What follows belongs to an exercise in optimizing a design on an open flow for small area and a short achievable clock period; a production flow would make more cautious choices.
In this exercise RTL edits were held to simulation tests only and were not proved equivalent to the original.
Power is estimated from default activity; no workload was simulated.

build 88:
==> flow/design.v <==
module axis_frame_capture #(
  parameter int unsigned DATA_W = 32,
  parameter int unsigned DEPTH  = 64,
  parameter int unsigned ADDR_W = $clog2(DEPTH)
) (
  input  logic                       s_aclk,
  input  logic                       src_rst,
  input  logic [DATA_W-1:0]          s_axis_tdata,
  input  logic                       s_axis_tvalid,
  output logic                       s_axis_tready,
  input  logic                       s_axis_tlast,
  input  logic                       arm,
  output logic                       busy,
  output logic                       frame_done,
  output logic [ADDR_W:0]            frame_len,
  output logic                       overflow,
  output logic [DATA_W-1:0]          peak_abs,
  output logic [DATA_W+ADDR_W:0]     sum,
  input  logic [ADDR_W-1:0]          rd_addr,
  output logic [DATA_W-1:0]          rd_data
);
  localparam int unsigned SumW = DATA_W + ADDR_W + 1;
  logic                busy_q, done_q;
  logic [ADDR_W:0]     frame_len_q;
  logic                overflow_q;
  logic [DATA_W-1:0]   peak_abs_q;
  logic [SumW-1:0]     sum_q;
  logic [DATA_W-1:0]   rd_data_q;
  logic                start, beat, store;
  logic                sgn;
  logic [DATA_W-1:0]   mag_m;      
  logic [DATA_W-1:0]   sample_abs;
  logic                abs_gt;
  logic [DATA_W:0]     cmp_sum;
  logic [DATA_W-1:0]   mem [DEPTH];
  assign s_axis_tready = 1'b1;
  assign start = !busy_q && arm;
  assign beat  = busy_q && s_axis_tvalid;
  assign store = beat && !frame_len_q[ADDR_W];
  assign sgn        = s_axis_tdata[DATA_W-1];
  assign mag_m      = s_axis_tdata ^ {DATA_W{sgn}};
  assign sample_abs = mag_m + DATA_W'(sgn);
  assign cmp_sum    = {1'b0, mag_m} + {1'b0, ~peak_abs_q} + (DATA_W+1)'(sgn);
  assign abs_gt     = cmp_sum[DATA_W];
  always_ff @(posedge s_aclk) begin
    if (src_rst) begin
      busy_q      <= 1'b0;
      done_q      <= 1'b0;
      frame_len_q <= '0;
      overflow_q  <= 1'b0;
      peak_abs_q  <= '0;
      sum_q       <= '0;
    end else if (start) begin
      busy_q      <= 1'b1;
      done_q      <= 1'b0;
      frame_len_q <= '0;
      overflow_q  <= 1'b0;
      peak_abs_q  <= '0;
      sum_q       <= '0;
    end else if (beat) begin
      if (s_axis_tlast) begin
        busy_q <= 1'b0;
        done_q <= 1'b1;
      end
      if (store) begin
        frame_len_q <= frame_len_q + (ADDR_W+1)'(1);
        sum_q       <= sum_q + {{(ADDR_W+1){sgn}}, s_axis_tdata};
        if (abs_gt) peak_abs_q <= sample_abs;
      end else begin
        overflow_q <= 1'b1;
      end
    end
  end
  always_ff @(posedge s_aclk) begin
    if (store) mem[frame_len_q[ADDR_W-1:0]] <= s_axis_tdata;
  end
  logic [7:0]        rd_hi, rd_lo;
  logic [DEPTH-1:0]  rd_sel;
  logic [DATA_W-1:0] rd_mux;
  logic [DATA_W-1:0] rd_g  [22];
  logic [DATA_W-1:0] rd_n4 [6];
  always_comb begin
    for (int i = 0; i < 8; i++) begin
      rd_hi[i] = !src_rst && (rd_addr[5:3] == 3'(i));
      rd_lo[i] = (rd_addr[2:0] == 3'(i));
    end
    for (int i = 0; i < DEPTH; i++) rd_sel[i] = rd_hi[i/8] && rd_lo[i%8];
  end
  for (genvar g = 0; g < 21; g++) begin : g_aoi
    for (genvar b = 0; b < DATA_W; b++) begin : g_bit
      axis_capture_aoi222 u_aoi (
        .a0(mem[3*g][b]),   .s0(rd_sel[3*g]),
        .a1(mem[3*g+1][b]), .s1(rd_sel[3*g+1]),
        .a2(mem[3*g+2][b]), .s2(rd_sel[3*g+2]),
        .y (rd_g[g][b])
      );
    end
  end
  assign rd_g[21] = ~(mem[63] & {DATA_W{rd_sel[63]}});
  always_comb begin
    for (int n = 0; n < 6; n++) begin
      rd_n4[n] = '1;
      for (int k = 0; k < 4; k++)
        if (4*n + k < 22) rd_n4[n] = rd_n4[n] & rd_g[4*n+k];
    end
    rd_mux = ~(rd_n4[0] & rd_n4[1] & rd_n4[2]) | ~(rd_n4[3] & rd_n4[4] & rd_n4[5]);
  end
  always_ff @(posedge s_aclk) rd_data_q <= rd_mux;
  assign busy       = busy_q;
  assign frame_done = done_q;
  assign frame_len  = frame_len_q;
  assign overflow   = overflow_q;
  assign peak_abs   = peak_abs_q;
  assign sum        = sum_q;
  assign rd_data    = rd_data_q;
endmodule
module axis_capture_aoi222 (
  input  logic a0, s0, a1, s1, a2, s2,
  output logic y
);
  assign y = ~((a0 & s0) | (a1 & s1) | (a2 & s2));
endmodule
Settings: LEC_CHECK=0, CAP_MARGIN=20, CORE_MARGIN=2, CORE_UTILIZATION=55, CTS_CLUSTER_DIAMETER=60, CTS_CLUSTER_SIZE=20, SETUP_SLACK_MARGIN=2.5, SLEW_MARGIN=20, SYNTH_HIERARCHICAL=1, SYNTH_MINIMUM_KEEP_SIZE=0; clock period 5.0 ns.
standard.sh (not shown) runs the stock make flow with config.mk's settings and CLKGATE_MAP_FILE= SYNTH_SCRIPT=/design/flow/synth_recipe.tcl, a recipe that flattens the netlist after the stock synthesis.
==> flow/flow/run.sh <==
#!/bin/bash
# Standard layout, but ports get a plain buffer instead of the slow default port buffer.
set -euo pipefail
export BUFFER_PORTS_ARGS="-buffer_cell sky130_fd_sc_hd__buf_4"
bash standard.sh > standard.log 2>&1
> inputs changed (build 88 -> build 8)
-- flow/flow/run.sh --
<<< build 88, line 4
export BUFFER_PORTS_ARGS="-buffer_cell sky130_fd_sc_hd__buf_4"
>>> build 8, line 4
export BUFFER_PORTS_ARGS="-buffer_cell sky130_fd_sc_hd__buf_2"
## What came out
- Build 8 finished every step from synthesis to the final layout, and the layout passed the timing, DRC and antenna checks.
- Of build 88 and build 8, build 88 shows the higher total global routing track utilization, with build 8 below it.
- | worst reg2reg path depth | build 8 vs build 88 | 1 higher |
- Between build 88 and build 8, the difference in total area of sequential cells is negligible.
- The run showing the smaller combinational fraction of design power is build 88.
- Changes observed in build 8 relative to build 88: global-route wire length before repair moved down; via count level; instance count after placement with tap cells included level; hold slack moved down; total power moved up.
- The run showing the greater slack of the critical path is build 88.
- Number of nets in the final layout was higher in build 8 than in build 88.
What build 74 does differently from build 8 at the input level:
# build 8
export LEC_CHECK = 0
export CAP_MARGIN = 20
export CORE_MARGIN = 2
export CORE_UTILIZATION = 55
export CTS_CLUSTER_DIAMETER = 60
export CTS_CLUSTER_SIZE = 20
export SETUP_SLACK_MARGIN = 2.5
export SLEW_MARGIN = 20
export SYNTH_HIERARCHICAL = 1
export SYNTH_MINIMUM_KEEP_SIZE = 0
create_clock -name core_clock -period 5.0 [get_ports {s_aclk}]
# build 74
export LEC_CHECK = 0
export CAP_MARGIN = 20
export CORE_MARGIN = 2
export CORE_UTILIZATION = 65
export CTS_BUF_LIST = sky130_fd_sc_hd__clkbuf_16
export CTS_CLUSTER_DIAMETER = 100
export CTS_CLUSTER_SIZE = 30
export PLACE_DENSITY = 0.75
export SETUP_SLACK_MARGIN = 2.0
export SLEW_MARGIN = 20
export SYNTH_HIERARCHICAL = 1
export SYNTH_MINIMUM_KEEP_SIZE = 0
create_clock -name core_clock -period 5.0 [get_ports {s_aclk}]
Against build 8, build 74 comes in 28 mm lower on total wirelength of the detailed-routed design. Compared with build 8, build 74 shows total power that has gone down by more than 10%. On build 74: antenna diode count is 4 higher than what build 8 gave. Summary of build 74 over build 8: number of vias per cell went up, layout overhead on the synthesized area fell by 11 points.

separate check: timing with driven ports:
In the flow no input, the clock included, has a driving cell. The finished layouts below were timed again as built, in two steps. Step 1 assumes that a clkbuf_16 drives the clock port and a buf_2 every other input. Step 2, shift: input delay + t, output delay - t, t = (earliest + latest rising clock arrival at the registers) / 2. This alone moves slack from input paths to output paths. a / b / c = ideal ports / drivers / drivers and shift; a / b = the first two.
| run | t, ns | slack for setup (ns) | worst data-port slew with drivers (ns) |
|---|---|---|---|
| build 88 | 0.875 | 1.950 / 1.974 / 1.109 | 0.25 |
| build 8 | 0.891 | 1.898 / 1.786 / 0.894 | 0.45 |
| build 74 | 0.792 | 1.828 / 1.831 / 1.038 | 0.24 |
After both steps every run listed still meets setup and hold. For build 8, which loses most, drivers alone change the setup slack by -0.112 ns; drivers and shift together by -1.004 ns.
